Context: an optimization exercise on an open-source flow, tuned for small area, a short achievable clock period and few clock cycles per item. The choices shown serve that exercise and are no tape-out recipe.
Only simulation tests tie the RTL to the original design; equivalence was not proved.
No activity file was given, so power comes from the tool's default toggle rates.

==> inputs of run G <==
==> flow/design.v (excerpt) <==
module data_mem_responder #(
    parameter int DEPTH   = 64,
    parameter int LATENCY = 0
) (
    input  logic        clk,
    input  logic        rst_n,
    input  logic        req_valid,
    output logic        req_ready,
    input  logic        req_write,
    input  logic [31:0] req_addr,
    input  logic [31:0] req_wdata,
    output logic        resp_valid,
    input  logic        resp_ready,
    output logic [31:0] resp_rdata,
    output logic        resp_err
);
    logic        s1_v;       
    logic        s1_err;     
    logic [3:0][31:0] s1_q;  
    logic        s1_ok;      
    logic        s1_hit;     
    logic        p_v;        
    logic [5:0]  p_idx;
    logic [31:0] p_wdata;
    logic        o_v, o_err;
    logic [31:0] o_rdata;
    logic        k_v, k_err;    
    logic [31:0] k_rdata;
    logic        rdy_q;
    logic        acc, adv, take, st;
    logic        in_err;
    assign in_err = (req_addr[1:0] != 2'b00) || (req_addr[31:8] != 24'd0);
    assign acc    = req_valid & rdy_q;
    assign adv    = s1_v & ~k_v;           
    assign take   = o_v & resp_ready;
    assign st     = acc & req_write & ~in_err;
    logic [31:0] mem  [64];
    logic [63:0] wrtn;
    logic [31:0] rd;
    always_ff @(posedge clk or negedge rst_n) begin
        if (!rst_n) p_v <= 1'b0;
        else        p_v <= st;
    end
    always_ff @(posedge clk) begin
        if (st) begin
            p_idx   <= req_addr[7:2];
            p_wdata <= req_wdata;
        end
    end
    always_ff @(posedge clk) begin
        if (p_v) mem[p_idx] <= p_wdata;
    end
    always_ff @(posedge clk or negedge rst_n) begin
        if (!rst_n) wrtn <= '0;
  ...
==> module data_mem_responder, before the edit <==
module data_mem_responder #(
    parameter int DEPTH   = 64,
    parameter int LATENCY = 0
) (
    input  logic        clk,
    input  logic        rst_n,
    input  logic        req_valid,
    output logic        req_ready,
    input  logic        req_write,
    input  logic [31:0] req_addr,
    input  logic [31:0] req_wdata,
    output logic        resp_valid,
    input  logic        resp_ready,
    output logic [31:0] resp_rdata,
    output logic        resp_err
);
    logic        s1_v;       
    logic        s1_err;     
    logic [3:0][31:0] s1_q;  
    logic        s1_ok;      
    logic        s1_hit;     
    logic        p_v;        
    logic [5:0]  p_idx;
    logic [31:0] p_wdata;
    logic        o_v, o_err;
    logic [31:0] o_rdata;
    logic        k_v, k_err;    
    logic [31:0] k_rdata;
    logic        rdy_q;
    logic        acc, adv, take, st;
    logic        in_err;
    assign in_err = (req_addr[1:0] != 2'b00) || (req_addr[31:8] != 24'd0);
    assign acc    = req_valid & rdy_q;
    assign adv    = s1_v & ~k_v;           
    assign take   = o_v & resp_ready;
    assign st     = acc & req_write & ~in_err;
    logic [31:0] mem  [64];
    logic [63:0] wrtn;
    logic [31:0] rd;
    always_ff @(posedge clk or negedge rst_n) begin
        if (!rst_n) p_v <= 1'b0;
        else        p_v <= st;
    end
    always_ff @(posedge clk) begin
        if (st) begin
            p_idx   <= req_addr[7:2];
            p_wdata <= req_wdata;
        end
    end
    always_ff @(posedge clk) begin
        if (p_v) mem[p_idx] <= p_wdata;
    end
    always_ff @(posedge clk or negedge rst_n) begin
        if (!rst_n) wrtn <= '0;
        else if (p_v) wrtn[p_idx] <= 1'b1;
    end
    logic hit;
    assign hit = p_v & (p_idx == req_addr[7:2]);
    logic [63:0] sel;
    logic [3:0][31:0] q_n;
    assign sel = 64'd1 << req_addr[7:2];
    always_comb begin
        for (int q = 0; q < 4; q++) begin
            q_n[q] = 32'd0;
            for (int i = 0; i < 16; i++)
                q_n[q] = q_n[q] | ({32{sel[16*q + i]}} & mem[16*q + i]);
        end
    end
    assign rd = (s1_hit ? p_wdata : (s1_q[0] | s1_q[1] | s1_q[2] | s1_q[3])) & {32{s1_ok}};
    logic s1_v_n, o_v_n, k_v_n;
    assign s1_v_n = acc | (s1_v & ~adv);
    assign k_v_n  = (k_v & ~take) | (adv & o_v & ~take);
    assign o_v_n  = (o_v & ~take) | k_v | adv;
    always_ff @(posedge clk or negedge rst_n) begin
        if (!rst_n) begin
            s1_v  <= 1'b0;
            o_v   <= 1'b0;
            k_v   <= 1'b0;
            rdy_q <= 1'b1;
        end else begin
            s1_v  <= s1_v_n;
            o_v   <= o_v_n;
            k_v   <= k_v_n;
            rdy_q <= ~(s1_v_n & o_v_n & k_v_n);
        end
    end
    always_ff @(posedge clk) begin
        if (acc) begin
            s1_err   <= in_err;
            s1_q     <= q_n;
            s1_ok    <= ~req_write & ~in_err & (wrtn[req_addr[7:2]] | hit);
            s1_hit   <= hit;
        end
    end
    logic o_hold, o_lk, o_lr;
    assign o_hold = o_v & ~take;
    assign o_lk   = ~o_hold & k_v;
    assign o_lr   = ~o_hold & ~k_v;
    dmem_oreg u_o (
        .clk(clk), .hold(o_hold), .lk(o_lk), .lr(o_lr),
        .k({k_err, k_rdata}), .r({s1_err, rd}), .q({o_err, o_rdata})
    );
    always_ff @(posedge clk) begin
        if (adv && o_v && !take) begin
            k_rdata <= rd;
            k_err   <= s1_err;
        end
    end
    assign req_ready  = rdy_q;
    assign resp_valid = o_v;
    assign resp_rdata = o_rdata;
    assign resp_err   = o_err;
endmodule
==> module dmem_oreg, before the edit <==
module dmem_oreg (
    input  logic        clk,
    input  logic        hold,
    input  logic        lk,
    input  logic        lr,
    input  logic [32:0] k,
    input  logic [32:0] r,
    output logic [32:0] q
);
    always_ff @(posedge clk) q <= ({33{hold}} & q) | ({33{lk}} & k) | ({33{lr}} & r);
endmodule
==> flow/config.mk <==
export PLATFORM = sky130hd
export DESIGN_NAME = data_mem_responder
export DESIGN_NICKNAME = data_mem_responder
export VERILOG_FILES = /design/flow/design.v
export SDC_FILE = /design/flow/constraint.sdc
export NUM_CORES = 4
export LEC_CHECK = 0
export CAP_MARGIN = 20
export CORE_MARGIN = 2
export CORE_UTILIZATION = 58
export CTS_CLUSTER_DIAMETER = 100
export CTS_CLUSTER_SIZE = 24
export SETUP_SLACK_MARGIN = 2.7
export SLEW_MARGIN = 20
export SYNTH_HIERARCHICAL = 1
export SYNTH_MINIMUM_KEEP_SIZE = 0
export TNS_END_PERCENT = 10
==> flow/constraint.sdc <==
create_clock -name core_clock -period 5.0 [get_ports {clk}]
set_input_delay 1.0000 -clock core_clock [delete_from_list [all_inputs] [get_ports {clk}]]
set_output_delay 1.0000 -clock core_clock [all_outputs]
set_load 0.01 [all_outputs]
run.sh (not shown) runs the stock make flow with config.mk's settings and CLKGATE_MAP_FILE= SYNTH_SCRIPT=/design/flow/synth_recipe.tcl, a recipe that flattens the netlist after the stock synthesis.
==> run E: changes against run G <==
==> flow/design.v (replaced) <==
module data_mem_responder #(
    parameter int DEPTH   = 64,
    parameter int LATENCY = 0
) (
    input  logic        clk,
    input  logic        rst_n,
    input  logic        req_valid,
    output logic        req_ready,
    input  logic        req_write,
    input  logic [31:0] req_addr,
    input  logic [31:0] req_wdata,
    output logic        resp_valid,
    input  logic        resp_ready,
    output logic [31:0] resp_rdata,
    output logic        resp_err
);
    logic        s1_v;       
    logic        s1_err;     
    logic [63:0] s1_sel;     
    logic        o_v, o_err;
    logic [31:0] o_rdata;
    logic        k_v, k_err;    
    logic [31:0] k_rdata;
    logic        rdy_q;
    logic        acc, adv, take, st;
    logic        in_err;
    assign in_err = (req_addr[1:0] != 2'b00) || (req_addr[31:8] != 24'd0);
    assign acc    = req_valid & rdy_q;
    assign adv    = s1_v & ~k_v;           
    assign take   = o_v & resp_ready;
    assign st     = acc & req_write & ~in_err;
    logic [31:0] mem  [64];
    logic [63:0] wrtn;
    logic [31:0] rd;
    always_ff @(posedge clk) begin
        if (st) mem[req_addr[7:2]] <= req_wdata;
    end
    always_ff @(posedge clk or negedge rst_n) begin
        if (!rst_n) wrtn <= '0;
        else if (st) wrtn[req_addr[7:2]] <= 1'b1;
    end
    logic [63:0] sel_n;
    assign sel_n = (~req_write & ~in_err) ? ((64'd1 << req_addr[7:2]) & wrtn) : 64'd0;
    always_comb begin
        rd = 32'd0;
        for (int i = 0; i < 64; i++) rd = rd | ({32{s1_sel[i]}} & mem[i]);
    end
    logic s1_v_n, o_v_n, k_v_n;
    assign s1_v_n = acc | (s1_v & ~adv);
    assign k_v_n  = (k_v & ~take) | (adv & o_v & ~take);
    assign o_v_n  = (o_v & ~take) | k_v | adv;
    always_ff @(posedge clk or negedge rst_n) begin
        if (!rst_n) begin
            s1_v  <= 1'b0;
            o_v   <= 1'b0;
            k_v   <= 1'b0;
            rdy_q <= 1'b1;
        end else begin
            s1_v  <= s1_v_n;
            o_v   <= o_v_n;
            k_v   <= k_v_n;
            rdy_q <= ~(s1_v_n & o_v_n & k_v_n);
        end
    end
    always_ff @(posedge clk) begin
        if (acc) begin
            s1_err   <= in_err;
            s1_sel   <= sel_n;
        end
    end
    logic o_hold, o_load;
    assign o_hold = o_v & ~take;
    assign o_load = ~o_hold;
    dmem_oreg u_o (
        .clk(clk), .load(o_load), .hold(o_hold),
        .d(k_v ? {k_err, k_rdata} : {s1_err, rd}), .q({o_err, o_rdata})
    );
    always_ff @(posedge clk) begin
        if (adv && o_v && !take) begin
            k_rdata <= rd;
            k_err   <= s1_err;
        end
    end
    assign req_ready  = rdy_q;
    assign resp_valid = o_v;
    assign resp_rdata = o_rdata;
    assign resp_err   = o_err;
endmodule
module dmem_oreg (
    input  logic        clk,
    input  logic        load,
    input  logic        hold,
    input  logic [32:0] d,
    output logic [32:0] q
);
    always_ff @(posedge clk) q <= ({33{load}} & d) | ({33{hold}} & q);
endmodule
--- a/flow/config.mk
+++ b/flow/config.mk
@@ -8,5 +8,5 @@
 export CAP_MARGIN = 20
 export CORE_MARGIN = 2
-export CORE_UTILIZATION = 58
+export CORE_UTILIZATION = 65
 export CTS_CLUSTER_DIAMETER = 100
 export CTS_CLUSTER_SIZE = 24
@@ -15,3 +15,2 @@
 export SYNTH_HIERARCHICAL = 1
 export SYNTH_MINIMUM_KEEP_SIZE = 0
-export TNS_END_PERCENT = 10
==> run F: changes against run G <==
==> flow/design.v (replaced) <==
module data_mem_responder #(
    parameter int DEPTH   = 64,
    parameter int LATENCY = 0
) (
    input  logic        clk,
    input  logic        rst_n,
    input  logic        req_valid,
    output logic        req_ready,
    input  logic        req_write,
    input  logic [31:0] req_addr,
    input  logic [31:0] req_wdata,
    output logic        resp_valid,
    input  logic        resp_ready,
    output logic [31:0] resp_rdata,
    output logic        resp_err
);
    logic        s1_v;       
    logic        s1_err;     
    logic        s1_st;      
    logic        s1_ld;      
    logic [5:0]  s1_idx;
    logic [31:0] s1_wdata;
    logic        o_v, o_err;
    logic [31:0] o_rdata;
    logic        k_v, k_err;    
    logic [31:0] k_rdata;
    logic        rdy_q;
    logic        acc, adv, take;
    logic        in_err;
    assign in_err = (req_addr[1:0] != 2'b00) || (req_addr[31:8] != 24'd0);
    assign acc    = req_valid & rdy_q;
    assign adv    = s1_v & ~k_v;           
    assign take   = o_v & resp_ready;
    logic [31:0] mem  [64];
    logic [63:0] wrtn;
    logic [31:0] rd;
    always_ff @(posedge clk) begin
        if (adv && s1_st) mem[s1_idx] <= s1_wdata;
    end
    always_ff @(posedge clk or negedge rst_n) begin
        if (!rst_n) wrtn <= '0;
        else if (adv && s1_st) wrtn[s1_idx] <= 1'b1;
    end
    assign rd = (s1_ld && wrtn[s1_idx]) ? mem[s1_idx] : 32'd0;
    logic s1_v_n, o_v_n, k_v_n;
    assign s1_v_n = acc | (s1_v & ~adv);
    assign k_v_n  = (k_v & ~take) | (adv & o_v & ~take);
    assign o_v_n  = (o_v & ~take) | k_v | adv;
    always_ff @(posedge clk or negedge rst_n) begin
        if (!rst_n) begin
            s1_v  <= 1'b0;
            o_v   <= 1'b0;
            k_v   <= 1'b0;
            rdy_q <= 1'b1;
        end else begin
            s1_v  <= s1_v_n;
            o_v   <= o_v_n;
            k_v   <= k_v_n;
            rdy_q <= ~(s1_v_n & o_v_n & k_v_n);
        end
    end
    always_ff @(posedge clk) begin
        if (acc) begin
            s1_err   <= in_err;
            s1_st    <= req_write & ~in_err;
            s1_ld    <= ~req_write & ~in_err;
            s1_idx   <= req_addr[7:2];
            s1_wdata <= req_wdata;
        end
    end
    always_ff @(posedge clk) begin
        if (!o_v || take) begin
            if (k_v) begin
                o_rdata <= k_rdata;
                o_err   <= k_err;
            end else if (adv) begin
                o_rdata <= rd;
                o_err   <= s1_err;
            end
        end
    end
    always_ff @(posedge clk) begin
        if (adv && o_v && !take) begin
            k_rdata <= rd;
            k_err   <= s1_err;
        end
    end
    assign req_ready  = rdy_q;
    assign resp_valid = o_v;
    assign resp_rdata = o_rdata;
    assign resp_err   = o_err;
endmodule
==> flow/config.mk (replaced) <==
export PLATFORM = sky130hd
export DESIGN_NAME = data_mem_responder
export DESIGN_NICKNAME = data_mem_responder
export VERILOG_FILES = /design/flow/design.v
export SDC_FILE = /design/flow/constraint.sdc
export NUM_CORES = 4
export LEC_CHECK = 0
export CAP_MARGIN = 20
export CORE_MARGIN = 2
export CORE_UTILIZATION = 40
export SLEW_MARGIN = 20
==> notes <==
- Synthesized cell count, highest first: run G, run F, run E.
- In run G the sequential cell count is higher than in run E, by 105.
- Cell area, highest first: run F, run E, run G.
- Against run F, the non-clock buffer count of run G is higher by 320.
- Against run E, the worst hold slack of run G is better by 0.12 ns.
- In run E the sequential power is lower than in run G, by about 6%.
- Routed wire length, lowest first: run F, run E, run G.
- Count of clock-buffer cells in the layout: run F is higher than run G (93).
- In run G the clock power is larger than in run E, by about 5%.
- First-iteration DRC count, lowest first: run F, run G, run E.
==> figures <==
| metric | run G | run E | run F |
|---|---|---|---|
| Number of clock-tree buffers in the layout | 176 | 167 | 269 |
| Multi-input comb cells | 1,695 | 1,557 | 1,683 |
| Share of synthesized flip-flops with an asynchronous set or reset | 2.934% | 3.026% | 3.051% |
| Net switching share of the total power | 22.19% | 26.20% | 29.76% |
| Seq cells post-synth | 2,352 | 2,247 | 2,229 |
| Cts bufs inserted | 107 | 103 | 220 |
| Tap cell instance count | 1,903 | 1,637 | 2,821 |
| Maximum clock frequency | 396.3 MHz | 274.2 MHz | 236.3 MHz |
| Antenna diode count | 4 | 12 | 8 |
| Fillers | 9,503 | 5,988 | 17,610 |
| Crit path largest cell delay | 0.55 ns | 0.71 ns | 0.86 ns |
| Layout Utilization | 66.93% | 80.06% | 46.62% |
| Result of the run | complete, no violations | complete, no violations | complete, no violations |
| EDFF count, synth | 2,250 | 2,146 | 2,155 |
| Standard cell with the maximum stage delay on the critical path | mux4_2 | or4_4 | dfxtp_4 |
| Power in sequential cells | 22.4 mW | 21.0 mW | 22.4 mW |
| Most prevalent standard cell on the critical path | buf_4 | a22o_1 | buf_4 |
| Critical register-to-register path startpoint | p_idx[5] | s1_sel[35] | - |
| Sequential cell count | 2,352 | 2,247 | 2,229 |
| Placed inst area | 90,150 um2 | 84,370 um2 | 91,930 um2 |
| Seq area share | 72.67% | 67.71% | 67.17% |
Testbench counts of run G, summed over its fixed seeds: cycles 4,816, items 4,800.
Testbench counts of run E, summed over its fixed seeds: cycles 4,816, items 4,800.
Testbench counts of run F, summed over its fixed seeds: cycles 4,816, items 4,800.

re-timing with driven ports:
The flow's constraints put no driver on any port. The routed layouts listed below were extracted and timed again, unchanged, in two steps. Step 1 sets driving cells, clkbuf_16 on the clock port and buf_2 on the other inputs (assumed; they add their load-dependent delay and slew). Step 2 times the ports against the registers' clock, not the clock port: input delays grow and output delays shrink by t, the midpoint of the rising clock arrivals with the driver on. Slacks: no drivers / after step 1 / after step 2; pairs: no drivers / after step 1.
run	t (ns)	setup slack, ns	slew at the worst register clock pin (ns)	worst slew at a driven data input, ns
run G	0.839	2.477 / 2.455 / 1.678	0.12 / 0.12	0.08
run E	0.824	1.353 / 1.353 / 1.353	0.11 / 0.11	0.15
run F	0.929	0.768 / 0.768 / 0.768	0.07 / 0.07	0.10
After both steps every run listed still meets setup and hold. For run G, which loses most, drivers alone change the setup slack by -0.022 ns; drivers and shift together by -0.799 ns.
